Context: an optimization exercise on an open-source flow, tuned for small area. The choices shown serve that exercise and are no tape-out recipe.
RTL that was checked went through simulation tests only; none was proved equivalent to the original.
The RTL of runs 1 and 2 was laid out without a check of its function.

==> flow/config.mk <==
export PLATFORM = sky130hd
export DESIGN_NAME = websocket_accept_key_engine
export DESIGN_NICKNAME = websocket_accept_key_engine
export VERILOG_FILES = /design/flow/design.v
export SDC_FILE = /design/flow/constraint.sdc
export NUM_CORES = 4
export LEC_CHECK = 0
export ABC_AREA = 1
export CAP_MARGIN = 20
export CORE_MARGIN = 2
export CORE_UTILIZATION = 40
export CTS_BUF_LIST = sky130_fd_sc_hd__clkbuf_4
export SLEW_MARGIN = 20
==> flow/run.sh <==
#!/bin/bash
# synth_recipe.tcl (not shown) runs the flow's synth.tcl, then flattens the netlist and writes it again
# the make line also repeats each setting of config.mk as NAME=value (left out here)
make -C /OpenROAD-flow-scripts/flow DESIGN_CONFIG=/design/flow/config.mk WORK_HOME=/design/flow/orfs CLKGATE_MAP_FILE= SYNTH_SCRIPT=/design/flow/synth_recipe.tcl finish
==> flow/constraint.sdc <==
create_clock -name core_clock -period 10.0 [get_ports {clk_i}]
set_input_delay 2.0000 -clock core_clock [delete_from_list [all_inputs] [get_ports {clk_i}]]
set_output_delay 2.0000 -clock core_clock [all_outputs]
set_load 0.01 [all_outputs]
==> flow/design.v <==
package wsk_pkg;
  localparam int unsigned KeyLen    = 24;
  localparam int unsigned HdrLen    = 19;
  localparam int unsigned AcceptLen = 28;
  function automatic logic [7:0] hdr_char(input logic [4:0] idx);
    logic [7:0] c;
    case (idx)
      5'd0:  c = "S";
      5'd1:  c = "e";
      5'd2:  c = "c";
      5'd3:  c = "-";
      5'd4:  c = "W";
      5'd5:  c = "e";
      5'd6:  c = "b";
      5'd7:  c = "S";
      5'd8:  c = "o";
      5'd9:  c = "c";
      5'd10: c = "k";
      5'd11: c = "e";
      5'd12: c = "t";
      5'd13: c = "-";
      5'd14: c = "K";
      5'd15: c = "e";
      5'd16: c = "y";
      5'd17: c = ":";
      5'd18: c = " ";
      default: c = 8'h00;
    endcase
    hdr_char = c;
  endfunction
  function automatic logic [7:0] b64_char(input logic [5:0] v);
    logic [7:0] c;
    if (v < 6'd26)      c = 8'("A") + 8'(v);
    else if (v < 6'd52) c = 8'("a") + 8'(v - 6'd26);
    else if (v < 6'd62) c = 8'("0") + 8'(v - 6'd52);
    else if (v == 6'd62) c = 8'("+");
    else                c = 8'("/");
    b64_char = c;
  endfunction
endpackage
module wsk_w2rom (
  input  logic [1:0] stage_i,
  input  logic [4:0] r_i,
  input  logic [1:0] c_i,
  output logic [7:0] b_o
);
  always_comb begin
    case ({stage_i, r_i, c_i})
      9'b00_01111_00: b_o = 8'he0;
      9'b00_01111_01: b_o = 8'h01;
      9'b00_10010_00: b_o = 8'hc0;
      9'b00_10010_01: b_o = 8'h03;
      9'b01_00001_00: b_o = 8'h80;
      9'b01_00001_01: b_o = 8'h07;
      9'b01_00011_00: b_o = 8'hc0;
      9'b01_00011_01: b_o = 8'h03;
      9'b01_00100_01: b_o = 8'h0f;
      9'b01_00111_01: b_o = 8'h1e;
      9'b01_01001_00: b_o = 8'hc0;
      9'b01_01001_01: b_o = 8'h0c;
      9'b01_01010_01: b_o = 8'h3c;
      9'b01_01011_00: b_o = 8'h40;
      9'b01_01011_01: b_o = 8'h04;
      9'b01_01101_01: b_o = 8'h78;
      9'b01_01110_01: b_o = 8'h0f;
      9'b01_01111_01: b_o = 8'h33;
      9'b01_10000_01: b_o = 8'hf0;
      9'b01_10001_01: b_o = 8'h0f;
      9'b01_10011_01: b_o = 8'hef;
      9'b01_10011_10: b_o = 8'h01;
      9'b10_00001_01: b_o = 8'hcc;
      9'b10_00010_01: b_o = 8'hc0;
      9'b10_00010_10: b_o = 8'h03;
      9'b10_00011_00: b_o = 8'h80;
      9'b10_00011_01: b_o = 8'h43;
      9'b10_00101_01: b_o = 8'h8f;
      9'b10_00101_10: b_o = 8'h07;
      9'b10_00110_01: b_o = 8'hff;
      9'b10_00111_00: b_o = 8'h80;
      9'b10_00111_01: b_o = 8'h26;
      9'b10_00111_10: b_o = 8'h03;
      9'b10_01000_10: b_o = 8'h0f;
      9'b10_01001_01: b_o = 8'hf0;
      9'b10_01010_01: b_o = 8'h33;
      9'b10_01011_01: b_o = 8'hff;
      9'b10_01011_10: b_o = 8'h1e;
      9'b10_01101_01: b_o = 8'hb8;
      9'b10_01101_10: b_o = 8'h0c;
      9'b10_01110_10: b_o = 8'h3c;
      9'b10_01111_01: b_o = 8'h0b;
      9'b10_01111_10: b_o = 8'h04;
      9'b10_10000_01: b_o = 8'hf0;
      9'b10_10001_01: b_o = 8'hff;
      9'b10_10001_10: b_o = 8'h78;
      9'b10_10010_01: b_o = 8'hf0;
      9'b10_10010_10: b_o = 8'h0f;
      9'b10_10011_01: b_o = 8'h87;
      9'b10_10011_10: b_o = 8'h33;
      9'b11_00000_10: b_o = 8'hf0;
      9'b11_00001_01: b_o = 8'hc3;
      9'b11_00001_10: b_o = 8'h0f;
      9'b11_00010_01: b_o = 8'hf0;
      9'b11_00011_01: b_o = 8'hbb;
      9'b11_00011_10: b_o = 8'hef;
      9'b11_00011_11: b_o = 8'h01;
      9'b11_00101_10: b_o = 8'hcc;
      9'b11_00110_01: b_o = 8'hf0;
      9'b11_00110_10: b_o = 8'hc0;
      9'b11_00110_11: b_o = 8'h03;
      9'b11_00111_01: b_o = 8'h80;
      9'b11_00111_10: b_o = 8'h43;
      9'b11_01001_10: b_o = 8'h8f;
      9'b11_01001_11: b_o = 8'h07;
      9'b11_01010_10: b_o = 8'hff;
      9'b11_01011_01: b_o = 8'h9e;
      9'b11_01011_10: b_o = 8'h26;
      9'b11_01011_11: b_o = 8'h03;
      9'b11_01100_11: b_o = 8'h0f;
      9'b11_01101_01: b_o = 8'hf0;
      9'b11_01101_10: b_o = 8'hf0;
      9'b11_01110_01: b_o = 8'h3c;
      9'b11_01110_10: b_o = 8'h33;
      9'b11_01111_01: b_o = 8'h88;
      9'b11_01111_10: b_o = 8'hff;
      9'b11_01111_11: b_o = 8'h1e;
      9'b11_10001_01: b_o = 8'h88;
      9'b11_10001_10: b_o = 8'hb8;
      9'b11_10001_11: b_o = 8'h0c;
      9'b11_10010_01: b_o = 8'hf0;
      9'b11_10010_11: b_o = 8'h3c;
      9'b11_10011_01: b_o = 8'h4a;
      9'b11_10011_10: b_o = 8'h0a;
      9'b11_10011_11: b_o = 8'h04;
      default: b_o = 8'h00;
    endcase
  end
endmodule
module websocket_accept_key_engine (
  input  logic       clk_i,
  input  logic       rst_ni,
  input  logic       in_valid_i,
  output logic       in_stall_o,
  input  logic [7:0] rx_byte_i,
  output logic       out_valid_o,
  input  logic       out_stall_i,
  output logic [7:0] accept_char_o,
  output logic [4:0] char_index_o,
  output logic       last_o
);
  localparam logic [3:0] StHdr  = 4'd0, StKey  = 4'd1, StLoad = 4'd2, StRnd1 = 4'd3,
                         StFf1  = 4'd4, StRnd2 = 4'd5, StFf2  = 4'd6, StXfer = 4'd7,
                         StOut  = 4'd8, StDone = 4'd9;
  localparam logic [8*36-1:0] GuidText = "258EAFA5-E914-47DA-95CA-C5AB0DC85B11";
  localparam logic [159:0] H0Bytes = 160'h67452301_EFCDAB89_98BADCFE_10325476_C3D2E1F0;
  logic [3:0]   state_q;
  logic [1:0]   c_q, sg_q;
  logic [4:0]   r_q;
  logic [511:0] ring_q;
  logic [159:0] s_q;
  logic [3:0]   cy_q;
  logic [1:0]   bsv_q;
  logic         xsv_q;
  logic load, r1, r2, rnd, ff1, ff2, xfer, emit, last_cyc, key_en, in_acc, out_acc;
  assign load = (state_q == StLoad);
  assign r1   = (state_q == StRnd1);
  assign r2   = (state_q == StRnd2);
  assign ff1  = (state_q == StFf1);
  assign ff2  = (state_q == StFf2);
  assign xfer = (state_q == StXfer);
  assign rnd  = r1 || r2;
  assign emit = xfer && (r_q[1:0] == 2'd0);
  assign last_cyc = (c_q == 2'd3) &&
                    (r_q == ((ff1 || ff2) ? 5'd4 : xfer ? 5'd16 : 5'd19));
  assign in_stall_o  = !(state_q == StHdr || state_q == StKey || state_q == StDone);
  assign in_acc      = in_valid_i && !in_stall_o;
  assign out_valid_o = (state_q == StOut);
  assign out_acc     = out_valid_o && !out_stall_i;
  assign key_en      = (state_q == StKey && in_acc) || r1 || ff1 || r2 || emit ||
                       (out_acc && (r_q[1:0] != 2'd0));
  logic [7:0] gen_w, gen_h;
  always_comb begin
    logic [6:0] l;
    l = {r_q, c_q};
    gen_w = 8'h00;
    for (int i = 0; i < 36; i++)
      if (l == 7'(44 + i)) gen_w = GuidText[8*(35 - i) +: 8];
    if (r1) gen_w = (c_q == 2'd0) ? 8'h80 : 8'h00;
    gen_h = 8'h00;
    for (int i = 0; i < 20; i++)
      if (l == 7'(i)) gen_h = H0Bytes[8*i +: 8];
  end
  logic [7:0] bb, cc, dd, ee, a5, f, kc, wv, w2, hv, t;
  assign bb = s_q[103:96];
  assign cc = s_q[71:64];
  assign dd = s_q[39:32];
  assign ee = s_q[7:0];
  wsk_w2rom u_w2 (.stage_i(sg_q), .r_i(r_q), .c_i(c_q), .b_o(w2));
  always_comb begin
    logic [31:0] k;
    logic [7:0] x;
    a5 = {s_q[130:128], (c_q == 2'd0) ? s_q[159:155] : s_q[127:123]};
    x  = cc ^ dd;
    case (sg_q)
      2'd0: begin f = dd ^ (bb & x);        k = 32'h5A827999; end
      2'd1: begin f = bb ^ x;               k = 32'h6ED9EBA1; end
      2'd2: begin f = cc ^ (x & (bb ^ cc)); k = 32'h8F1BBCDC; end
      default: begin f = bb ^ x;            k = 32'hCA62C1D6; end
    endcase
    kc = k[8*c_q +: 8];
    case (c_q)
      2'd0: wv = ring_q[63:56];
      2'd1: wv = ring_q[47:40];
      2'd2: wv = ring_q[31:24];
      default: wv = ring_q[15:8];
    endcase
    if (r2) wv = w2;
    if (!rnd) begin
      a5 = 8'h00; f = 8'h00; kc = 8'h00;
      wv = ff1 ? gen_h : ff2 ? ring_q[359:352] : 8'h00;
    end
  end
  logic [3:0] ci, co;
  always_comb begin
    logic [7:0] s1, c1, s2, c2, s3, c3, y, rc;
    ci = (c_q == 2'd0) ? 4'd0 : cy_q;
    s1 = a5 ^ f ^ ee;
    c1 = (a5 & f) | (a5 & ee) | (f & ee);
    s2 = kc ^ wv ^ s1;
    c2 = (kc & wv) | (kc & s1) | (wv & s1);
    y  = {c1[6:0], ci[0]};
    rc = {c2[6:0], ci[1]};
    s3 = s2 ^ y ^ rc;
    c3 = (s2 & y) | (s2 & rc) | (y & rc);
    y  = {c3[6:0], ci[2]};
    for (int i = 0; i < 8; i++) begin
      logic cin;
      cin  = (i == 0) ? ci[3] : rc[i-1];
      t[i] = s3[i] ^ y[i] ^ cin;
      rc[i] = (s3[i] & y[i]) | (s3[i] & cin) | (y[i] & cin);
    end
    co = {rc[7], c3[7], c2[7], c1[7]};
  end
  logic [7:0] x, wnew;
  logic       xb;
  assign x  = ring_q[7:0] ^ ring_q[71:64] ^ ring_q[263:256] ^ ring_q[423:416];
  assign xb = (c_q == 2'd3) ? xsv_q
                            : (ring_q[15] ^ ring_q[79] ^ ring_q[271] ^ ring_q[431]);
  assign wnew = {x[6:0], xb};
  logic [7:0] rot_b, s_top, w_top, k_top, s_tap;
  assign rot_b = (c_q == 2'd3) ? {bsv_q, s_q[103:98]} : s_q[105:98];
  assign s_top = (load && r_q < 5'd5) ? gen_h : t;
  always_comb begin
    case (c_q)
      2'd0: s_tap = s_q[159:152];
      2'd1: s_tap = s_q[143:136];
      2'd2: s_tap = s_q[127:120];
      default: s_tap = s_q[111:104];
    endcase
  end
  assign w_top = (load || (r1 && sg_q == 2'd0 && r_q == 5'd0)) ? gen_w :
                 r1 ? wnew : ff1 ? t : ring_q[7:0];
  assign k_top = (state_q == StKey) ? rx_byte_i : xfer ? s_tap : ring_q[231:224];
  always_ff @(posedge clk_i) begin
    s_q   <= {s_top, s_q[159:104], rnd ? rot_b : s_q[103:96], s_q[95:8]};
    cy_q  <= co;
    if (c_q == 2'd0) begin
      bsv_q <= s_q[97:96];
      xsv_q <= x[7];
    end
    ring_q[511:224] <= {w_top, ring_q[511:232]};
    if (key_en) ring_q[223:32] <= {k_top, ring_q[223:40]};
    ring_q[31:0] <= ring_q[39:8];
  end
  always_ff @(posedge clk_i or negedge rst_ni) begin
    if (!rst_ni) begin
      state_q <= StHdr; r_q <= '0; c_q <= '0; sg_q <= '0;
    end else begin
      case (state_q)
        StHdr: if (in_acc) begin
          if (rx_byte_i == wsk_pkg::hdr_char(r_q)) begin
            if (r_q == 5'(wsk_pkg::HdrLen - 1)) begin
              state_q <= StKey; r_q <= '0;
            end else r_q <= r_q + 5'd1;
          end else r_q <= (rx_byte_i == 8'h53) ? 5'd1 : 5'd0;
        end
        StKey: if (in_acc) begin
          if (r_q == 5'(wsk_pkg::KeyLen - 1)) begin
            state_q <= StLoad; r_q <= '0; c_q <= '0; sg_q <= '0;
          end else r_q <= r_q + 5'd1;
        end
        StOut: if (out_acc) begin
          if (last_o) state_q <= StDone;
          else r_q <= r_q + 5'd1;
        end
        StDone: ;
        default: begin
          c_q <= c_q + 2'd1;
          if (c_q == 2'd3) r_q <= r_q + 5'd1;
          if (last_cyc) begin
            r_q <= '0;
            if (rnd) sg_q <= sg_q + 2'd1;
            if (!rnd || sg_q == 2'd3) state_q <= state_q + 4'd1;
          end
        end
      endcase
    end
  end
  logic [7:0] b0, b1;
  logic [5:0] digit;
  assign b0 = ring_q[71:64];
  assign b1 = ring_q[79:72];
  always_comb begin
    case (r_q[1:0])
      2'd0: digit = b0[7:2];
      2'd1: digit = {b0[1:0], b1[7:4]};
      2'd2: digit = {b0[3:0], (r_q == 5'd26) ? 2'b00 : b1[7:6]};
      default: digit = b0[5:0];
    endcase
  end
  assign char_index_o  = r_q;
  assign last_o        = (r_q == 5'(wsk_pkg::AcceptLen));
  assign accept_char_o = last_o ? 8'h00 :
                         (r_q == 5'(wsk_pkg::AcceptLen - 1) ? 8'("=") : wsk_pkg::b64_char(digit));
endmodule
==> flow_summary.ini, run 1 <==
[run_status]
status = timing/DRC/antenna clean

[routing]
ant_nets = 0
drt_pass1_iterations = 11
drt_iter0_drc = 1065
num_vias = 14900
finalWirelength_um = 56500
via_per_inst = 4.83
drc = 0
detail_route.wl_per_cell_um = 18.3

[global_routing]
grt_util_all_layers_pct = 19.2
overflow = 0
grt_first_pass_wirelength_um = 86100
grt_pass1_vias = 14900
antenna_found_initial = 4
grt_max_degree = 193

[clock_network]
cts_setup_buffers = 0
clk_pin_slew_ns = 0.07
ctsResizeCount = 0
cts_hold_buf = 0
cts.sinks = 692
cts_inserted_buffers = 165
cts_root_buf = clkbuf_4
clk_latency_ns = 1.00
cts_tree = built
cts_max_level = 4
cts_buffer_depth = 3

[worst_setup_path]
crit_slowest_cell = dfrtp_1
crit_arrival_ns = 9.42
crit_buf_inv = 6
crit_path_start_kind = flip-flop
worstSetupEndpointType = flip-flop
critPathMaxFanout = 14
slowest_delay_ns = 0.67
cp_common_cell = fa_1
crit_required_ns = 10.84
worstSetupPathType = reg -> reg
cpLargestDelayFamily = adder cells

[floorplanning]
num_rows = 88
die-width_um = 244
core_um2 = 57400
start_util_pct = 40.3
dieArea_um2 = 59700
ios = 28
die_h_um = 244

[layout]
seqCellArea_um2 = 15900
final_area_um2 = 26500
final_cells = 3083
nFillCells = 5288
multiInputGateArea_um2 = 6240
area_growth_pct = 14.5
fin_util_pct = 46.1
final_nets = 2259
layout-drive-gt1-share_pct = 15.4

[sta]
fmax_ghz = 0.117
final-hold-violation-count = 0
skew_ns = 0.0839
fin_tns_setup_ns = 0
setup-violations-final = 0
slew_viol_final = 0
period_share_pct = 85.8
worst_pin_slew_ns = 0.973
whs_ns = 0.276
maxSlewHeadroom_pct = 35.1
period_needed_ns = 8.58
rsz0062_at_grt = no

[yosys]
yosys-top-cells-area = dfxtp_1 42%, edfxtp_1 25%, nand2_1 5.7%
async_flop_share_pct = 1.88
synth_fp_nets = 2099
synthFlopType = dfxtp_1
yosysSeqAreaShare_pct = 68.7
yosysTopAreaCellShare_pct = 41.9
synth_largest_area_cell = dfxtp_1
yosys-top-cells-count = 484 x dfxtp_1, 353 x nand2_1, 195 x edfxtp_1
synth_edf_count = 195
synth-seq-cells = 692
syn_avg_cell_area_um2 = 11.4
yosysUniqueCellTypes = 69
synth.most_common_cell = dfxtp_1
synth_warnings = 2
syn_area_um2 = 23100
syn-instance-count = 2020

[min_path]
min-delay-path-class = reg -> reg

[place]
post_dp_cell_area_um2 = 24200
place_inst = 2778
hpwl_um = 40000
port-buffer-count = 27
gp_congestion = 0.937

[run]
drv_cap = 0
[registers in the layout (all words and copies together), names as in the netlist]
register and cells:
s_q 160, sg_q 2, bsv_q 2, ring_q 512
c_q 2, cy_q 4, r_q 5, state_q 4
xsv_q 1
[kinds of logic after synthesis]
kind of cell    synth area share [%]
mux                           0.0866
fa+ha+maj                       4.75
buf+inv                         4.44
simple gates                    13.0
flops                           68.7
compound gates                  7.48
xor+xnor                        1.55
[stage by stage]
stage | setup WS, ns
floorplan | 2.23
global placement | 1.68
detailed placement | 1.49
CTS | 1.48
global route | 1.01
finish | 1.42
[worst register-to-register path: cells and delay by family (launching register included)]
kind / cells / cell delay (ns)
adder cells (fa/ha/maj): 12 / 5.19
buffers and inverters: 6 / 1.07
AO/OA/AOI/OAI: 5 / 0.76
AND/OR/NAND/NOR: 3 / 0.74
flip-flops: 1 / 0.67
[cell usage in the layout (no fill, tap or decap), types with 5 or more instances in the layout]
cell type	Yosys	final
a211oi_1	9	9
a21oi_1	67	67
a22oi_1	5	5
a31oi_1	23	23
buf_4	3	8
clkbuf_4	0	251
clkdlybuf4s50_1	0	27
clkinv_1	2	33
dfrtp_1	13	13
dfxtp_1	484	484
diode_2	0	5
edfxtp_1	195	195
fa_1	32	32
ha_1	35	35
inv_1	181	181
inv_2	17	17
inv_6	1	6
nand2_1	353	353
nand2_2	7	7
nand3_1	78	78
nand4_1	15	15
nor2_1	152	152
nor2_2	12	12
nor2_4	6	6
nor3_1	21	21
nor4_1	9	9
o2111ai_1	6	5
o211ai_1	12	12
o21ai_0	100	100
o21ai_1	10	10
o221ai_1	6	6
o22ai_1	11	11
o31ai_1	5	5
or2_2	6	6
xnor2_1	30	30
xor2_1	11	11
[path summary, 6_finish.rpt]
path,from,to,slack [ns],depth (start not counted)
max,sg_q[0]$_DFFE_PN0P_,ring_q[511]$_DFF_P_,1.42,26
max in group asynchronous,rst_ni,state_q[3]$_DFFE_PN0P_,7.90,1
min reg2reg,ring_q[292]$_DFF_P_,ring_q[284]$_DFF_P_,0.28,0
min in group asynchronous,rst_ni,r_q[4]$_DFFE_PN0P_,1.51,1
max reg2reg,sg_q[0]$_DFFE_PN0P_,ring_q[511]$_DFF_P_,1.42,26
min,ring_q[292]$_DFF_P_,ring_q[284]$_DFF_P_,0.28,0
[cell type report]
cell class | instances | area share (%)
flip-flops and latches | 692 | 60.0
diodes | 5 | 0.0473
inverters | 205 | 2.96
repair buffers | 36 | 1.32
well taps | 765 | 3.62
clock inverters | 49 | 1.41
clock buffers | 251 | 7.12
multi-input cells | 1080 | 23.6
[metal layers]
layer	wire length (um)	global-route usage, %	share of wire (%)	up-vias
met5	13	0	0.023	-
met4	1630	8.57	2.9	2
met3	3210	4.93	5.7	92
met2	25700	29.5	46	466
met1	25900	25.5	46	7188
li1	-	-	-	7155
==> run 2: changes to the inputs <==
==> flow/flow/run.sh (new file) <==
#!/bin/bash
# The standard layout (standard.sh), with two changes to how it is made:
#  - synthesis maps adders to plain gates instead of the library's full and
#    half adder cells (no ADDER_MAP_FILE), which gives smaller logic here;
#  - clock tree synthesis uses small clock buffers and no dummy loads.
# Registers, their names and cell types are the standard synthesis's.
set -euo pipefail
export ADDER_MAP_FILE=
export CTS_ARGS="-sink_clustering_enable -repair_clock_nets -dont_use_dummy_load -buf_list sky130_fd_sc_hd__clkbuf_4"
bash standard.sh > standard_flow.log 2>&1
==> flow/standard.sh (new file) <==
#!/bin/bash
# synth_recipe.tcl (not shown) runs the flow's synth.tcl, then flattens the netlist and writes it again
# the make line also repeats each setting of config.mk as NAME=value (left out here)
make -C /OpenROAD-flow-scripts/flow DESIGN_CONFIG=/design/flow/config.mk WORK_HOME=/design/flow/orfs CLKGATE_MAP_FILE= SYNTH_SCRIPT=/design/flow/synth_recipe.tcl "${@:-finish}"
--- a/flow/config.mk
+++ b/flow/config.mk
@@ -11,3 +11,2 @@
 export CORE_UTILIZATION = 40
-export CTS_BUF_LIST = sky130_fd_sc_hd__clkbuf_4
 export SLEW_MARGIN = 20
removed: flow/run.sh
==> flow_summary.ini, run 2 <==
[yosys]
yosys.area_share.adder_pct = 0
synth-simple-area-share_pct = 16.1
muxShareOfSynthArea_pct = 0
syn_avg_cell_area_um2 = 11.1
synth_fp_nets = 2025
yosys-top-cells-area = dfxtp_1 44%, edfxtp_1 26%, nand2_1 7.1%
synth_compound_area_share_pct = 6.78
synth_largest_area_cell = dfxtp_1
synthFlopType = dfxtp_1
yosys-top-cells-count = 484 x dfxtp_1, 419 x nand2_1, 195 x edfxtp_1
syn_area_um2 = 22300
synth-xor-area-share_pct = 2.13
synth.most_common_cell = dfxtp_1
yosysTopAreaCellShare_pct = 43.5
synth_edf_count = 195
syn-instance-count = 2013
synth_warnings = 2
synth_top_family_by_area = simple AND/OR/NAND/NOR gates
synth-seq-cells = 692
yosysUniqueCellTypes = 57
async_flop_share_pct = 1.88
yosysSeqAreaShare_pct = 71.3

[global_routing]
grt_first_pass_wirelength_um = 88300
antenna_found_initial = 3
overflow = 0
grt_util_all_layers_pct = 21.2
grt_pass1_vias = 14400
grt_max_degree = 189

[run_status]
status = timing/DRC/antenna clean

[clock_network]
clk_pin_slew_ns = 0.06
cts.sinks = 692
cts_max_level = 4
cts_tree = built
cts_hold_buf = 0
clk_latency_ns = 0.91
cts_inserted_buffers = 164
ctsResizeCount = 0
cts_root_buf = clkbuf_4
cts_buffer_depth = 3
cts_setup_buffers = 0

[floorplanning]
core_um2 = 55100
start_util_pct = 40.4
ios = 28
num_rows = 86
die-width_um = 240
dieArea_um2 = 57500
die_h_um = 240

[run]
drv_cap = 0

[sta]
rsz0062_at_grt = no
fin_tns_setup_ns = 0
skew_ns = 0.129
period_needed_ns = 6.40
setup-violations-final = 0
slew_viol_final = 0
final-hold-violation-count = 0
worst_pin_slew_ns = 1.15
period_share_pct = 64.0
setup_slack_ns = 3.60
maxSlewHeadroom_pct = 23.1
fmax_ghz = 0.156

[layout]
nFillCells = 5288
largest_register = ring_q
area_growth_pct = 10.6
largest_reg_flops = 512
layout_common_cells = 484 x dfxtp_1, 419 x nand2_1, 195 x edfxtp_1, 164 x clkbuf_4, 145 x nor2_1
largestRegisters = ring_q (512), s_q (160), r_q (5)
final_common_cell = dfxtp_1
fin_util_pct = 44.7
layout-drive-gt1-share_pct = 11.6
final_area_um2 = 24600
final_nets = 2187

[worst_setup_path]
worstSetupEndpointType = output pin
crit_arrival_ns = 4.40
critPathMaxFanout = 20
crit_required_ns = 8.00
crit_path_start_kind = flip-flop
worstSetupPathType = reg -> out
reg2reg_depth = 20

[routing]
drt_iter0_drc = 1128
num_vias = 14800
finalWirelength_um = 59300
drt_pass1_iterations = 9
drc = 0
detail_route.wl_per_cell_um = 20.3
ant_nets = 0
via_per_inst = 5.06

[place]
port-buffer-count = 26
dp_slack_ns = 4.57
post_dp_cell_area_um2 = 23400
hpwl_um = 41300
gp_congestion = 0.970

[min_path]
min-delay-path-class = reg -> reg
hold_depth = 0
## run 2: cell count changes after synthesis, moves of 18 or more
| cell | previous run | this run |
|---|---|---|
| fa_1 | 32 | 0 |
| ha_1 | 35 | 0 |
| inv_1 | 181 | 138 |
| nand2_1 | 353 | 419 |
| nand3_1 | 78 | 120 |
| nand4_1 | 15 | 33 |
## run 2: critical path, cell delays in order (launching register included)
cell             delay, ns
dfrtp_1               0.68
nand2_1               0.62
o21ai_0               0.59
nand2_1               0.16
o21ai_0               0.32
nor3b_1               0.08
a2111oi_0             0.29
nor2_1                0.08
a21oi_1               0.13
clkdlybuf4s50_1       0.55
## run 2: cell type report
type	count	area [um^2]	area share (%)
inverters	155	587	2.38
diodes	3	7.51	0.0305
repair buffers	43	400	1.63
clock buffers	164	1230	5.00
flip-flops and latches	692	15900	64.5
multi-input cells	1119	5590	22.7
well taps	748	936	3.80
## run 2: worst paths after layout
| path | from | end | slack [ns] |
|---|---|---|---|
| max reg2reg | r_q[0]$_DFFE_PN0P_ | s_q[158]$_DFF_P_ | 4.74 |
| max | r_q[0]$_DFFE_PN0P_ | accept_char_o[4] | 3.60 |
| max in group asynchronous | rst_ni | r_q[3]$_DFFE_PN0P_ | 7.98 |
| min in group asynchronous | rst_ni | r_q[0]$_DFFE_PN0P_ | 1.54 |
| min reg2reg | s_q[146]$_DFF_P_ | s_q[138]$_DFF_P_ | 0.26 |
| min | s_q[146]$_DFF_P_ | s_q[138]$_DFF_P_ | 0.26 |
## run 2: kinds of logic (layout without fill, tap and decap cells)
logic type | after synthesis | in the layout
other cells | 1 | 4
compound gates | 246 | 246
buf+inv | 202 | 362
simple gates | 818 | 818
flops | 692 | 692
xor+xnor | 54 | 54
## run 2: metrics by stage
| step | hold WS (ns) | cells |
|---|---|---|
| 2_1_floorplan | 0.310 | 2013 |
| 3_3_place_gp | 0.310 | 2757 |
| 6_report | 0.257 | 2924 |
| 4_1_cts | 0.251 | 2921 |
| 3_5_place_dp | 0.312 | 2757 |
| 5_1_grt | 0.264 | 2924 |
## run 2: per-layer routing
metal / global-route usage, % / share of wire (%)
met2: 30.0 / 42
met4: 11.6 / 4.1
met1: 29.6 / 47
met3: 5.40 / 7.0
met5: 0 / 0
==> run 3: changes to the inputs <==
--- a/flow/design.v
+++ b/flow/design.v
@@ -152,4 +152,2 @@
                          StOut  = 4'd8, StDone = 4'd9;
-  localparam logic [8*36-1:0] GuidText = "258EAFA5-E914-47DA-95CA-C5AB0DC85B11";
-  localparam logic [159:0] H0Bytes = 160'h67452301_EFCDAB89_98BADCFE_10325476_C3D2E1F0;
   logic [3:0]   state_q;
@@ -181,11 +179,51 @@
   always_comb begin
-    logic [6:0] l;
-    l = {r_q, c_q};
-    gen_w = 8'h00;
-    for (int i = 0; i < 36; i++)
-      if (l == 7'(44 + i)) gen_w = GuidText[8*(35 - i) +: 8];
+    case ({r_q, c_q})
+      7'd44: gen_w = 8'h32;   
+      7'd45: gen_w = 8'h35;   
+      7'd46: gen_w = 8'h38;   
+      7'd47: gen_w = 8'h45;   
+      7'd48: gen_w = 8'h41;   
+      7'd49: gen_w = 8'h46;   
+      7'd50: gen_w = 8'h41;   
+      7'd51: gen_w = 8'h35;   
+      7'd52: gen_w = 8'h2d;   
+      7'd53: gen_w = 8'h45;   
+      7'd54: gen_w = 8'h39;   
+      7'd55: gen_w = 8'h31;   
+      7'd56: gen_w = 8'h34;   
+      7'd57: gen_w = 8'h2d;   
+      7'd58: gen_w = 8'h34;   
+      7'd59: gen_w = 8'h37;   
+      7'd60: gen_w = 8'h44;   
+      7'd61: gen_w = 8'h41;   
+      7'd62: gen_w = 8'h2d;   
+      7'd63: gen_w = 8'h39;   
+      7'd64: gen_w = 8'h35;   
+      7'd65: gen_w = 8'h43;   
+      7'd66: gen_w = 8'h41;   
+      7'd67: gen_w = 8'h2d;   
+      7'd68: gen_w = 8'h43;   
+      7'd69: gen_w = 8'h35;   
+      7'd70: gen_w = 8'h41;   
+      7'd71: gen_w = 8'h42;   
+      7'd72: gen_w = 8'h30;   
+      7'd73: gen_w = 8'h44;   
+      7'd74: gen_w = 8'h43;   
+      7'd75: gen_w = 8'h38;   
+      7'd76: gen_w = 8'h35;   
+      7'd77: gen_w = 8'h42;   
+      7'd78: gen_w = 8'h31;   
+      7'd79: gen_w = 8'h31;   
+      default: gen_w = 8'h00;
+    endcase
     if (r1) gen_w = (c_q == 2'd0) ? 8'h80 : 8'h00;
-    gen_h = 8'h00;
-    for (int i = 0; i < 20; i++)
-      if (l == 7'(i)) gen_h = H0Bytes[8*i +: 8];
+  end
+  always_comb begin
+    case (r_q[2:0])
+      3'd0: gen_h = {2'b11, ~c_q, 2'b00, c_q};                    
+      3'd1: gen_h = ~{1'b1, c_q, 1'b0, 1'b1, c_q, 1'b1};          
+      3'd2: gen_h = ~{1'b0, c_q, 1'b0, 1'b0, c_q, 1'b1};          
+      3'd3: gen_h = {1'b1, c_q, 1'b0, 1'b1, c_q, 1'b1};           
+      default: gen_h = {1'b0, c_q, 1'b0, 1'b0, c_q, 1'b1};        
+    endcase
   end
@@ -319,6 +357,21 @@
   end
+  logic lt26, lt52, ge62;
+  logic [4:0] off, lo;
+  logic [7:0] ch;
+  assign lt26 = !digit[5] && (!digit[4] || !digit[3] || (!digit[2] && !digit[1]));
+  assign lt52 = !digit[5] || !digit[4] || (!digit[3] && !digit[2]);
+  assign ge62 = &digit[5:1];
+  assign off  = lt26 ? 5'd1 : lt52 ? 5'd7 : 5'd28;
+  always_comb begin
+    logic cy;
+    cy = 1'b0;
+    for (int i = 0; i < 5; i++) begin
+      lo[i] = digit[i] ^ off[i] ^ cy;
+      cy = (digit[i] & off[i]) | (digit[i] & cy) | (off[i] & cy);
+    end
+  end
+  assign ch = ge62 ? {5'b00101, digit[0], 2'b11} : {1'b0, lt52, !lt26, lo};
   assign char_index_o  = r_q;
   assign last_o        = (r_q == 5'(wsk_pkg::AcceptLen));
-  assign accept_char_o = last_o ? 8'h00 :
-                         (r_q == 5'(wsk_pkg::AcceptLen - 1) ? 8'("=") : wsk_pkg::b64_char(digit));
+  assign accept_char_o = last_o ? 8'h00 : (r_q == 5'(wsk_pkg::AcceptLen - 1) ? 8'("=") : ch);
 endmodule
==> flow/flow/run.sh (replaced) <==
#!/bin/bash
# The standard layout (standard.sh), with two changes to how it is made:
#  - synthesis maps adders to plain gates instead of the library's full and
#    half adder cells (no ADDER_MAP_FILE), which gives smaller logic here;
#  - clock tree synthesis uses small clock buffers in small clusters and no
#    dummy loads.
# Registers, their names and cell types are the standard synthesis's.
set -euo pipefail
export ADDER_MAP_FILE=
export CTS_ARGS="-sink_clustering_enable -repair_clock_nets -dont_use_dummy_load -buf_list sky130_fd_sc_hd__clkbuf_4 -sink_clustering_size 10 -sink_clustering_max_diameter 40"
bash standard.sh > standard_flow.log 2>&1
==> flow_summary.ini, run 3 <==
[worst_setup_path]
reg2reg_slack_ns = 4.85
reg2reg_depth = 29
worstSetupPathType = reg -> out
timing.rr.start = c_q[1]$_DFFE_PN0P_
crit_arrival_ns = 4.66
timing.rr.end = ring_q[510]$_DFF_P_
critPathLaunch = r_q[0]$_DFFE_PN0P_
crit_required_ns = 8.00
worstSetupEndpoint = accept_char_o[4]
crit_path_start_kind = flip-flop
worstSetupEndpointType = output pin
critPathMaxFanout = 15

[run_status]
status = timing/DRC/antenna clean

[yosys]
yosysSeqAreaShare_pct = 71.5
synth-seq-cells = 692
async_flop_share_pct = 1.88
yosysTopAreaCellShare_pct = 43.7
yosys-top-cells-area = dfxtp_1 44%, edfxtp_1 26%, nand2_1 6.5%
synth_edf_count = 195
synth_fp_nets = 1960
yosysUniqueCellTypes = 65
synth_largest_area_cell = dfxtp_1
synth_warnings = 2
syn-instance-count = 1948
yosys-top-cells-count = 484 x dfxtp_1, 384 x nand2_1, 195 x edfxtp_1
synth.most_common_cell = dfxtp_1
synthFlopType = dfxtp_1
syn_area_um2 = 22200
syn_avg_cell_area_um2 = 11.4

[sta]
fin_tns_setup_ns = 0
maxSlewHeadroom_pct = 28.4
period_share_pct = 66.6
fmax_ghz = 0.150
period_needed_ns = 6.66
final-hold-violation-count = 0
setup_slack_ns = 3.34
skew_ns = 0.0649
worst_pin_slew_ns = 1.07
slew_viol_final = 0
setup-violations-final = 0
rsz0062_at_grt = no

[routing]
drt_iter0_drc = 1083
via_per_inst = 4.99
ant_nets = 0
detail_route.wl_per_cell_um = 19.4
num_vias = 13900
drc = 0
finalWirelength_um = 53900
drt_pass1_iterations = 6

[global_routing]
grt_max_degree = 86
antenna_found_initial = 2
overflow = 0
grt_pass1_vias = 13200
grt_util_all_layers_pct = 19.0
grt_first_pass_wirelength_um = 80300

[floorplanning]
die_h_um = 240
start_util_pct = 40.4
core_um2 = 55000
ios = 28
num_rows = 86
dieArea_um2 = 57400
die-width_um = 240

[layout]
final_common_cell = dfxtp_1
final_nets = 2042
layout-drive-gt1-share_pct = 10.1
area_growth_pct = 7.77
largest_reg_flops = 512
largestRegisters = ring_q (512), s_q (160), r_q (5)
layout_common_cells = 484 x dfxtp_1, 384 x nand2_1, 195 x edfxtp_1, 122 x nor2_1, 115 x inv_1
largest_register = ring_q

[place]
hpwl_um = 38300
dp_slack_ns = 4.27
gp_congestion = 0.942
port-buffer-count = 26

[clock_network]
cts_tree = built
cts_max_level = 3
cts_hold_buf = 0
cts_root_buf = clkbuf_4
cts_setup_buffers = 0
cts_buffer_depth = 3
cts.sinks = 692
clk_latency_ns = 0.86
cts_inserted_buffers = 90
ctsResizeCount = 0
clk_pin_slew_ns = 0.09

[min_path]
min-delay-path-class = reg -> reg
holdCritStartpoint = ring_q[282]$_DFF_P_

[run]
drv_cap = 0
[run 3: worst max-delay path: stages (launching register included)]
cell and delay, ns:
dfrtp_1 0.61, nor2_1 0.92, nand2_1 0.15, o211ai_1 0.15, o21ai_0 0.17, nor2_1 0.16
nand2_1 0.10, inv_1 0.14, nor2_1 0.08, nand2_1 0.10, nand2_1 0.08, nand3_1 0.07
nand2_1 0.08, a21oi_1 0.15, nand3b_1 0.12, nand3_1 0.07, a21oi_1 0.14, clkdlybuf4s50_1 0.55
[run 3: worst min-delay path by stage]
stage / cells past startpoint / to / slack [ns]
6_report: 0 / ring_q[274]$_DFF_P_ / 0.27
4_1_cts: 0 / ring_q[274]$_DFF_P_ / 0.26
3_3_place_gp: 0 / s_q[10]$_DFF_P_ / 0.31
2_1_floorplan: 0 / ring_q[10]$_DFF_P_ / 0.31
5_1_grt: 0 / ring_q[274]$_DFF_P_ / 0.26
3_5_place_dp: 0 / ring_q[478]$_DFF_P_ / 0.31
[run 3: metrics by stage]
step | hold WS [ns] | std cells | area, um^2 | util (%)
after floorplan | 0.310 | 1948 | 22200 | -
after global placement | 0.310 | 2686 | 23200 | 42.2
after detailed placement | 0.312 | 2686 | 23200 | 42.2
after CTS | 0.263 | 2776 | 23900 | 43.5
after global routing | 0.264 | 2782 | 23900 | 43.5
final | 0.267 | 2783 | 23900 | 43.5
[run 3: layout make-up]
class	count	area (um^2)
sequential	692	15900
timing repair buffer	34	324
antenna	7	17.5
tap	748	936
multi-input combinational	1063	5530
clock buffer	90	676
inverter	149	573
fill	5128	31100
[run 3: logic make-up (layout without fill, tap and decap cells)]
group	after synthesis	count (layout)	share of synthesized area [%]
AND/OR/NAND/NOR	739	739	15.1
AO/OA/AOI/OAI	265	265	7.31
XOR/XNOR	58	58	2.36
flip-flops	692	692	71.5
other	1	8	0.0169
buffers and inverters	193	273	3.69
[run 3: metal layers]
metal	share of wire [%]	global-route usage (%)	routed length, um
met1	47	26.8	25100
met2	43	27.7	23100
met3	6.2	4.00	3320
met4	4.3	9.13	2320
met5	0	0	0
==> run 4: changes to the inputs <==
==> flow/flow/run.sh (replaced) <==
#!/bin/bash
# The standard layout (standard.sh) with changes to how the layout is made;
# the registers, their names and cell types stay the standard synthesis's:
#  - synthesis maps adders to plain gates, not the library's full and half
#    adder cells (no ADDER_MAP_FILE), and ABC maps for area with amap (a copy
#    of ORFS's scripts with its own abc_area.script);
#  - port buffers are buf_1 cells;
#  - clock tree synthesis uses clkbuf_4 buffers in small clusters and no
#    dummy loads.
# Each tool's output goes to the ORFS logs under orfs/logs; make's output to
# standard_flow.log here.
set -euo pipefail
rm -rf orfs_scripts
cp -r "$FLOW_HOME/scripts" orfs_scripts
printf 'strash\ndch -f\namap\ntopo\n' > orfs_scripts/abc_area.script
export SCRIPTS_DIR="$PWD/orfs_scripts"
export ADDER_MAP_FILE=
export BUFFER_PORTS_ARGS="-buffer_cell sky130_fd_sc_hd__buf_1"
export CTS_ARGS="-sink_clustering_enable -repair_clock_nets -dont_use_dummy_load -buf_list sky130_fd_sc_hd__clkbuf_4 -sink_clustering_size 10 -sink_clustering_max_diameter 40"
bash standard.sh > standard_flow.log 2>&1
==> flow_summary.ini, run 4 <==
[run_status]
status = timing/DRC/antenna clean

[routing]
num_vias = 13300
ant_nets = 0
drc = 0
drt_iter0_drc = 1206
detail_route.wl_per_cell_um = 20.8
via_per_inst = 5.32
finalWirelength_um = 51900
drt_pass1_iterations = 5

[global_routing]
antenna_found_initial = 2
grt_max_degree = 171
grt_pass1_vias = 12800
overflow = 0
grt_first_pass_wirelength_um = 78300
grt_util_all_layers_pct = 19.5

[yosys]
yosysTopAreaCellShare_pct = 46.3
yosysUniqueCellTypes = 49
syn-instance-count = 1676
async_flop_share_pct = 1.88
synth_warnings = 2
yosys-top-cells-area = dfxtp_1 46%, edfxtp_1 28%, nor2_1 4.2%
synthFlopType = dfxtp_1
synth-seq-cells = 692
synth_largest_area_cell = dfxtp_1
synth.most_common_cell = dfxtp_1
syn_avg_cell_area_um2 = 12.5
yosys-top-cells-count = 484 x dfxtp_1, 233 x nor2_1, 195 x edfxtp_1
synth_fp_nets = 1688
yosysSeqAreaShare_pct = 75.8
syn_area_um2 = 20900
synth_edf_count = 195

[sta]
fin_tns_setup_ns = 0
setup-violations-final = 0
fmax_ghz = 0.122
period_share_pct = 82.1
skew_ns = 0.153
period_needed_ns = 8.21
rsz0062_at_grt = no
worst_pin_slew_ns = 1.12
final-hold-violation-count = 0
slew_viol_final = 0
maxSlewHeadroom_pct = 25.3

[min_path]
hold_depth = 0
min-delay-path-class = reg -> reg
hold_end = ring_q[29]$_DFF_P_
holdCritStartpoint = ring_q[37]$_DFFE_PP_

[clock_network]
cts_root_buf = clkbuf_4
cts_max_level = 3
ctsResizeCount = 0
clk_latency_ns = 0.89
cts_inserted_buffers = 93
cts_hold_buf = 0
clk_pin_slew_ns = 0.10
cts_buffer_depth = 3
cts_setup_buffers = 0
cts_tree = built
cts.sinks = 692

[layout]
final_nets = 1830
final_common_cell = dfxtp_1
layout_common_cells = 484 x dfxtp_1, 231 x nor2_1, 195 x edfxtp_1, 109 x nand2_1, 109 x o21ai_0
largestRegisters = ring_q (512), s_q (160), r_q (5)
area_growth_pct = 8.78
largest_reg_flops = 512
fin_util_pct = 44.2
final_area_um2 = 22800
largest_register = ring_q
layout-drive-gt1-share_pct = 6.44

[place]
gp_congestion = 0.949
post_dp_cell_area_um2 = 22100
port-buffer-count = 26
hpwl_um = 35800

[floorplanning]
dieArea_um2 = 54200
num_rows = 83
ios = 28
die_h_um = 233
start_util_pct = 40.7
core_um2 = 51500
die-width_um = 233

[worst_setup_path]
critPathLaunch = r_q[1]$_DFFE_PN0P_
reg2reg_depth = 30
worstSetupPathType = reg -> out
worstSetupEndpointType = output pin
crit_path_start_kind = flip-flop
critPathMaxFanout = 12
crit_required_ns = 8.00
timing.rr.start = r_q[1]$_DFFE_PN0P_
reg2reg_slack_ns = 2.19
timing.rr.end = ring_q[511]$_DFF_P_
crit_arrival_ns = 6.21

[run]
drv_cap = 0
-- run 4: cell types whose count changed after synthesis, moves of 25 or more --
cell,previous run,this run
xnor2_1,31,2
nand2_1,384,109
nand3_1,103,13
inv_1,115,0
o22ai_1,14,58
nor2_1,122,233
xor2_1,25,0
clkinv_1,4,99
-- run 4: how the worst max path moves through the flow --
stage                                  endpoint  slack [ns]  depth (start not counted)
after floorplan           ring_q[100]$_DFFE_PP_        0.24                          3
after global placement      ring_q[511]$_DFF_P_        2.51                         32
after detailed placement    ring_q[511]$_DFF_P_        2.47                         30
after CTS                      accept_char_o[4]        1.71                         18
after global routing           accept_char_o[4]        1.26                         19
final                          accept_char_o[4]        1.79                         21
-- run 4: worst max-delay path, cell delays in order (launching register included) --
cell	delay (ns)
dfrtp_1	0.62
clkinv_1	0.37
nor2_1	0.93
clkinv_1	0.61
nor3_1	0.39
nor2_1	0.07
a222oi_1	0.33
o21ai_0	0.27
nor2_1	0.16
o31ai_1	0.11
clkinv_1	0.14
nor2_1	0.07
and2_0	0.18
nor2_1	0.11
nor2_1	0.07
o22ai_1	0.24
nor2_1	0.09
nor2_1	0.11
o21ai_0	0.10
o311ai_0	0.16
a21oi_1	0.12
buf_1	0.14
-- run 4: per-stage QoR --
stage          hold WS, ns  cells  worst slack [ns]
2_1_floorplan        0.310   1676             0.236
3_3_place_gp         0.310   2403              2.51
3_5_place_dp         0.312   2403              2.47
4_1_cts              0.241   2496              1.71
5_1_grt              0.260   2501              1.26
6_report             0.235   2501              1.79
-- run 4: layout make-up --
cell class | instances | area (um^2)
fillers | 4785 | 28700
flip-flops and latches | 692 | 15900
multi-input cells | 884 | 4700
well taps | 680 | 851
clock buffers | 93 | 698
inverters | 99 | 372
repair buffers | 48 | 275
diodes | 5 | 12.5
-- run 4: logic make-up (layout without fill, tap and decap cells) --
| logic type | count (synthesis) | after routing | share of synthesized area [%] |
|---|---|---|---|
| and+or+nand+nor | 469 | 469 | 9.70 |
| other | 1 | 6 | 0.0179 |
| AOI/OAI and AO/OA | 412 | 412 | 12.6 |
| xor gates and xnor gates | 2 | 2 | 0.0837 |
| DFF | 692 | 692 | 75.8 |
| buffers and inverters | 100 | 240 | 1.81 |
-- run 4: routing by layer --
layer | track usage [%] | vias up | wire [um]
met1 | 27.9 | 6383 | 24400
met3 | 4.93 | 121 | 3850
li1 | - | 6325 | -
met5 | 0 | - | 0
met2 | 27.9 | 476 | 21700
met4 | 8.46 | 0 | 2000
==> run 5: changes to the inputs <==
--- a/flow/flow/run.sh
+++ b/flow/flow/run.sh
@@ -18,3 +18,3 @@
 export BUFFER_PORTS_ARGS="-buffer_cell sky130_fd_sc_hd__buf_1"
-export CTS_ARGS="-sink_clustering_enable -repair_clock_nets -dont_use_dummy_load -buf_list sky130_fd_sc_hd__clkbuf_4 -sink_clustering_size 10 -sink_clustering_max_diameter 40"
+export CTS_ARGS="-sink_clustering_enable -repair_clock_nets -dont_use_dummy_load -buf_list sky130_fd_sc_hd__clkbuf_4 -sink_clustering_size 12 -sink_clustering_max_diameter 35"
 bash standard.sh > standard_flow.log 2>&1
--- a/flow/config.mk
+++ b/flow/config.mk
@@ -11,2 +11,3 @@
 export CORE_UTILIZATION = 40
+export PLACE_DENSITY = 0.85
 export SLEW_MARGIN = 20
==> flow_summary.ini, run 5 <==
[clock_network]
cts_max_level = 3
cts_hold_buf = 0
cts_tree = built
cts_setup_buffers = 0
clk_pin_slew_ns = 0.11
cts_buffer_depth = 3
cts.sinks = 692
ctsResizeCount = 0
clk_latency_ns = 0.85
cts_root_buf = clkbuf_4
cts_inserted_buffers = 91

[routing]
detail_route.wl_per_cell_um = 20.8
wl_met2_um = 22900
wl_met1_um = 22800
drt_pass1_iterations = 8
top_layer = met4
drt_iter0_drc = 1327
wl_met3_um = 4200
num_vias = 13500
finalWirelength_um = 51900
ant_nets = 0
via_per_inst = 5.42
drc = 0

[yosys]
syn_avg_cell_area_um2 = 12.5
yosys-top-cells-count = 484 x dfxtp_1, 233 x nor2_1, 195 x edfxtp_1
syn-instance-count = 1676
synth_largest_area_cell = dfxtp_1
yosysTopAreaCellShare_pct = 46.3
yosysUniqueCellTypes = 49
synthFlopType = dfxtp_1
yosysSeqAreaShare_pct = 75.8
syn_area_um2 = 20900
synth_fp_nets = 1688
yosys-top-cells-area = dfxtp_1 46%, edfxtp_1 28%, nor2_1 4.2%
synth_edf_count = 195
synth-seq-cells = 692
synth.most_common_cell = dfxtp_1
async_flop_share_pct = 1.88
synth_warnings = 2

[worst_setup_path]
worstSetupPathType = reg -> out
crit_required_ns = 8.00
crit_slowest_cell = dfrtp_1
cpLargestDelayFamily = buffers and inverters
worstSetupEndpointType = output pin
crit_path_start_kind = flip-flop
cp_common_cell = nor2_1
critPathMaxFanout = 14
path_cells = clkinv_1, nor2_1, buf_4, clkinv_1, o21ai_0, clkinv_1, o31ai_1, clkinv_1, nor2_1, and2_0, nor2_1, nor2_1, o22ai_1, nor2_1, nor2_1, o21ai_0, o311ai_0, a21oi_1, buf_1
crit_arrival_ns = 6.24
slowest_delay_ns = 0.77
crit_buf_inv = 6

[sta]
period_share_pct = 82.4
maxSlewHeadroom_pct = 28.7
slew_viol_final = 0
final-hold-violation-count = 0
worst_pin_slew_ns = 1.07
fmax_ghz = 0.121
setup-violations-final = 0
skew_ns = 0.145
rsz0062_at_grt = no
fin_tns_setup_ns = 0
period_needed_ns = 8.24

[floorplanning]
ios = 28
core_um2 = 51500
die_h_um = 233
start_util_pct = 40.7
dieArea_um2 = 54200
die-width_um = 233
num_rows = 83

[layout]
nFillCells = 4712
final_nets = 1826
largest_register = ring_q
largest_reg_flops = 512
final_area_um2 = 22700
largestRegisters = ring_q (512), s_q (160), r_q (5)
area_growth_pct = 8.60
layout-drive-gt1-share_pct = 6.24
layout_common_cells = 484 x dfxtp_1, 231 x nor2_1, 195 x edfxtp_1, 109 x nand2_1, 109 x o21ai_0
final_common_cell = dfxtp_1

[global_routing]
overflow = 0
grt_first_pass_wirelength_um = 78600
grt_util_all_layers_pct = 19.4
antenna_found_initial = 3
grt_max_degree = 193
grt_pass1_vias = 13100

[run]
drv_cap = 0

[place]
gp_congestion = 0.970
hpwl_um = 36600
post_dp_cell_area_um2 = 22100
port-buffer-count = 26

[run_status]
status = timing/DRC/antenna clean

[min_path]
min-delay-path-class = reg -> reg
## run 5: logic make-up after synthesis
| group | synth area share, % |
|---|---|
| flip-flops | 75.8 |
| AND/OR/NAND/NOR | 9.70 |
| AO/OA/AOI/OAI | 12.6 |
| buffers and inverters | 1.81 |
| XOR/XNOR | 0.0837 |
| other | 0.0179 |
## run 5: area by class of cell
type | instances | area [um^2] | area share [%]
Sequential cell | 692 | 15900 | 69.8
Clock buffer | 91 | 683 | 3.00
Tap cell | 680 | 851 | 3.74
Antenna cell | 3 | 7.51 | 0.0330
Timing Repair Buffer | 46 | 260 | 1.14
Inverter | 99 | 372 | 1.63
Multi-Input combinational cell | 884 | 4700 | 20.7
## run 5: path summary, 6_finish.rpt
kind	endpoint	depth (start not counted)	startpoint	slack (ns)
min in group asynchronous	r_q[0]$_DFFE_PN0P_	1	rst_ni	1.28
setup reg to reg	ring_q[511]$_DFF_P_	32	r_q[1]$_DFFE_PN0P_	2.29
hold / removal	s_q[37]$_DFF_P_	0	s_q[45]$_DFF_P_	0.25
setup / recovery	accept_char_o[4]	19	r_q[0]$_DFFE_PN0P_	1.76
hold reg to reg	s_q[37]$_DFF_P_	0	s_q[45]$_DFF_P_	0.25
max in group asynchronous	r_q[2]$_DFFE_PN0P_	1	rst_ni	8.06
## run 5: per-layer routing
| metal | track usage (%) | vias to the layer above |
|---|---|---|
| li1 | - | 6325 |
| met1 | 26.3 | 6500 |
| met2 | 29.3 | 587 |
| met3 | 5.17 | 118 |
| met4 | 7.96 | 0 |
| met5 | 0 | - |
## run 5: per-stage QoR
| step | cells | hold slack, ns | utilization (%) | setup slack (ns) |
|---|---|---|---|---|
| final | 2495 | 0.247 | 44.2 | 1.76 |
| after global routing | 2495 | 0.256 | 44.2 | 1.31 |
| after CTS | 2492 | 0.248 | 44.1 | 1.87 |
| after detailed placement | 2401 | 0.312 | 42.8 | 2.61 |
| after global placement | 2401 | 0.310 | 42.8 | 2.72 |
| after floorplan | 1676 | 0.310 | - | 0.236 |
==> run 6: changes to the inputs <==
--- a/flow/design.v
+++ b/flow/design.v
@@ -175,3 +175,4 @@
   assign out_acc     = out_valid_o && !out_stall_i;
-  assign key_en      = (state_q == StKey && in_acc) || r1 || ff1 || r2 || emit ||
+  assign key_en      = (state_q == StKey && in_acc) || r1 || ff1 ||
+                       (r2 && sg_q == 2'd0 && r_q < 5'd10) || ff2 || emit ||
                        (out_acc && (r_q[1:0] != 2'd0));
@@ -256,3 +257,3 @@
       a5 = 8'h00; f = 8'h00; kc = 8'h00;
-      wv = ff1 ? gen_h : ff2 ? ring_q[359:352] : 8'h00;
+      wv = ff1 ? gen_h : ff2 ? ring_q[39:32] : 8'h00;
     end
@@ -298,3 +299,3 @@
   assign w_top = (load || (r1 && sg_q == 2'd0 && r_q == 5'd0)) ? gen_w :
-                 r1 ? wnew : ff1 ? t : ring_q[7:0];
+                 ff1 ? t : wnew;
   assign k_top = (state_q == StKey) ? rx_byte_i : xfer ? s_tap : ring_q[231:224];
==> flow/flow/run.sh (replaced) <==
#!/bin/bash
# The standard layout (standard.sh) with changes to how the layout is made;
# the registers, their names and cell types stay the standard synthesis's:
#  - synthesis maps adders to plain gates, not the library's full and half
#    adder cells (no ADDER_MAP_FILE), and ABC maps for area with amap, twice
#    (a copy of ORFS's scripts with its own abc_area.script);
#  - port buffers are buf_1 cells;
#  - clock tree synthesis uses clkbuf_4 buffers in small clusters and no
#    dummy loads.
# Each tool's output goes to the ORFS logs under orfs/logs; make's output to
# standard_flow.log here.
set -euo pipefail
rm -rf orfs_scripts
cp -r "$FLOW_HOME/scripts" orfs_scripts
printf 'strash\ndch -f\namap -F 3 -A 8\nstrash\ndch -f\namap -F 3 -A 8\ntopo\n' > orfs_scripts/abc_area.script
export SCRIPTS_DIR="$PWD/orfs_scripts"
export ADDER_MAP_FILE=
export BUFFER_PORTS_ARGS="-buffer_cell sky130_fd_sc_hd__buf_1"
export CTS_ARGS="-sink_clustering_enable -repair_clock_nets -dont_use_dummy_load -buf_list sky130_fd_sc_hd__clkbuf_4 -sink_clustering_size 10 -sink_clustering_max_diameter 45"
bash standard.sh > standard_flow.log 2>&1
--- a/flow/config.mk
+++ b/flow/config.mk
@@ -11,3 +11,2 @@
 export CORE_UTILIZATION = 40
-export PLACE_DENSITY = 0.85
 export SLEW_MARGIN = 20
==> flow_summary.ini, run 6 <==
[worst_setup_path]
crit_path_start_kind = flip-flop
worstSetupEndpointType = output pin
crit_required_ns = 8.00
cp_common_cell = clkinv_1
crit_arrival_ns = 5.78
slowest_delay_ns = 0.62
crit_slowest_cell = dfrtp_1
worstSetupPathType = reg -> out
path_cells = clkinv_1, nor2_1, buf_4, clkinv_1, o21ai_0, clkinv_1, o31ai_1, clkinv_1, nor2_1, o22ai_1, o22ai_1, nor2_1, or4_1, nand3_1, a21oi_1, buf_1
critPathMaxFanout = 16

[run]
drv_cap = 0

[floorplanning]
ios = 28
start_util_pct = 40.4
dieArea_um2 = 53700
die_h_um = 232
core_um2 = 51300
die-width_um = 232
num_rows = 83

[clock_network]
cts_hold_buf = 0
cts_setup_buffers = 0
cts_buffer_depth = 3
cts.sinks = 692
cts_inserted_buffers = 85
clk_pin_slew_ns = 0.10
ctsResizeCount = 0
cts_root_buf = clkbuf_4
clk_latency_ns = 0.88
cts_tree = built
cts_max_level = 3

[sta]
maxSlewHeadroom_pct = 25.0
rsz0062_at_grt = no
slew_viol_final = 0
worst_pin_slew_ns = 1.12
fmax_ghz = 0.128
period_needed_ns = 7.78
period_share_pct = 77.8
skew_ns = 0.135
setup-violations-final = 0
final-hold-violation-count = 0
fin_tns_setup_ns = 0

[global_routing]
grt_first_pass_wirelength_um = 76600
overflow = 0
grt_pass1_vias = 12600
grt_max_degree = 193
antenna_found_initial = 1
grt_util_all_layers_pct = 19.2

[yosys]
syn_avg_cell_area_um2 = 12.5
yosys-top-cells-area = dfxtp_1 47%, edfxtp_1 28%, nor2_1 4.5%
yosys-top-cells-count = 484 x dfxtp_1, 246 x nor2_1, 195 x edfxtp_1
synth_fp_nets = 1664
synth_warnings = 2
synthFlopType = dfxtp_1
syn-instance-count = 1652
yosysUniqueCellTypes = 49
async_flop_share_pct = 1.88
synth.most_common_cell = dfxtp_1
synth-seq-cells = 692
yosysSeqAreaShare_pct = 76.5
synth_edf_count = 195
yosysTopAreaCellShare_pct = 46.7
synth_largest_area_cell = dfxtp_1
syn_area_um2 = 20700

[routing]
via_per_inst = 5.26
num_vias = 13000
finalWirelength_um = 50800
drt_iter0_drc = 1235
drc = 0
drt_pass1_iterations = 8
detail_route.wl_per_cell_um = 20.6
ant_nets = 0

[layout]
layout_common_cells = 484 x dfxtp_1, 244 x nor2_1, 195 x edfxtp_1, 112 x clkinv_1, 112 x o21ai_0
largestRegisters = ring_q (512), s_q (160), r_q (5)
largest_register = ring_q
final_nets = 1796
largest_reg_flops = 512
layout-drive-gt1-share_pct = 6.23
area_growth_pct = 8.64
final_cells = 2464
final_common_cell = dfxtp_1
final_area_um2 = 22500

[place]
post_dp_cell_area_um2 = 21900
gp_congestion = 0.927
port-buffer-count = 26
place_inst = 2377
hpwl_um = 35000

[min_path]
min-delay-path-class = reg -> reg

[run_status]
status = timing/DRC/antenna clean
==> run 6: cell types whose count changed in the layout (fill, tap and decap cells not counted), moves of 9 or more <==
cell / before / now
nor2_1: 231 / 244
a21oi_1: 92 / 106
nand2_1: 109 / 92
clkinv_1: 99 / 112
nor3_1: 36 / 19
nor2b_1: 20 / 6
and2_0: 16 / 7
==> run 6: final timing paths <==
| check | from | endpoint | slack, ns | depth (start not counted) |
|---|---|---|---|---|
| max in group asynchronous | rst_ni | r_q[0]$_DFFE_PN0P_ | 8.19 | 1 |
| max reg2reg | r_q[0]$_DFFE_PN0P_ | ring_q[511]$_DFF_P_ | 2.86 | 37 |
| min in group asynchronous | rst_ni | sg_q[0]$_DFFE_PN0P_ | 1.19 | 1 |
| max | r_q[0]$_DFFE_PN0P_ | accept_char_o[4] | 2.22 | 16 |
| min reg2reg | ring_q[331]$_DFF_P_ | ring_q[323]$_DFF_P_ | 0.25 | 0 |
| min | ring_q[331]$_DFF_P_ | ring_q[323]$_DFF_P_ | 0.25 | 0 |
==> run 6: kinds of logic (layout without fill, tap and decap cells) <==
group / Yosys count / in the layout / share of synthesized area [%]
other cells: 1 / 3 / 0.0181
compound gates: 422 / 422 / 12.8
xor+xnor: 2 / 2 / 0.0845
flops: 692 / 692 / 76.5
simple gates: 422 / 422 / 8.44
buf+inv: 113 / 243 / 2.06
==> run 6: per-stage QoR <==
stage / setup slack [ns] / util, % / hold slack [ns]
after floorplan: 2.21 / - / 0.310
after global placement: 3.07 / 42.6 / 0.310
after detailed placement: 2.98 / 42.7 / 0.312
after CTS: 2.15 / 43.9 / 0.254
after global routing: 1.77 / 43.9 / 0.239
final: 2.22 / 43.9 / 0.250
==> run 6: area by class of cell <==
cell class	count	area (um^2)
antenna	2	5.00
timing repair buffer	46	260
inverter	112	420
clock buffer	85	638
sequential	692	15900
tap	680	851
fill	4816	28800
multi-input combinational	847	4480
==> run 6: worst max-delay path: cells and delay by family (launching register included) <==
| family | cells | cell delay (ns) |
|---|---|---|
| buffers and inverters | 6 | 1.73 |
| AOI/OAI and AO/OA | 5 | 1.53 |
| and+or+nand+nor | 5 | 1.09 |
| DFF | 1 | 0.62 |
==> run 6: metal layers <==
metal | share of wire, % | vias to the layer above | global-route usage [%]
li1 | - | 6186 | -
met5 | 0 | - | 0
met4 | 2.8 | 0 | 7.17
met1 | 46 | 6297 | 26.5
met2 | 45 | 409 | 29.8
met3 | 5.9 | 78 | 4.00

-- static timing again, ports no longer ideal --
The results above use ideal ports. As a check the final layouts listed here were re-extracted and re-timed, cells and wires unchanged. Step 1, drivers: a clkbuf_16 drives clk_i and a buf_2 each remaining input, both assumed. Step 2 moves the port delays by t, midway between the first and last clock arrival at a register: inputs arrive t later, outputs are due t later. That takes back most of the time a late clock gives input paths. a / b / c = no drivers / after step 1 / after step 2; a / b = the first two.
| run | t, ns | setup slack, ns | worst setup path after step 2 | worst slew at a driven data input, ns | cell pins on the clock port's net |
|---|---|---|---|---|---|
| run 1 | 1.016 | 1.420 / 1.420 / 1.420 | register to register | 0.04 | 1 |
| run 2 | 0.905 | 3.604 / 3.552 / 4.457 | register to output | 0.04 | 1 |
| run 3 | 0.877 | 3.338 / 3.282 / 4.159 | register to output | 0.06 | 1 |
| run 4 | 0.873 | 1.789 / 1.736 / 2.188 | register to register | 0.04 | 1 |
| run 5 | 0.833 | 1.762 / 1.709 / 2.290 | register to register | 0.06 | 1 |
| run 6 | 0.869 | 2.217 / 2.164 / 2.862 | register to register | 0.04 | 1 |
After both steps setup and hold are still met in every run listed.
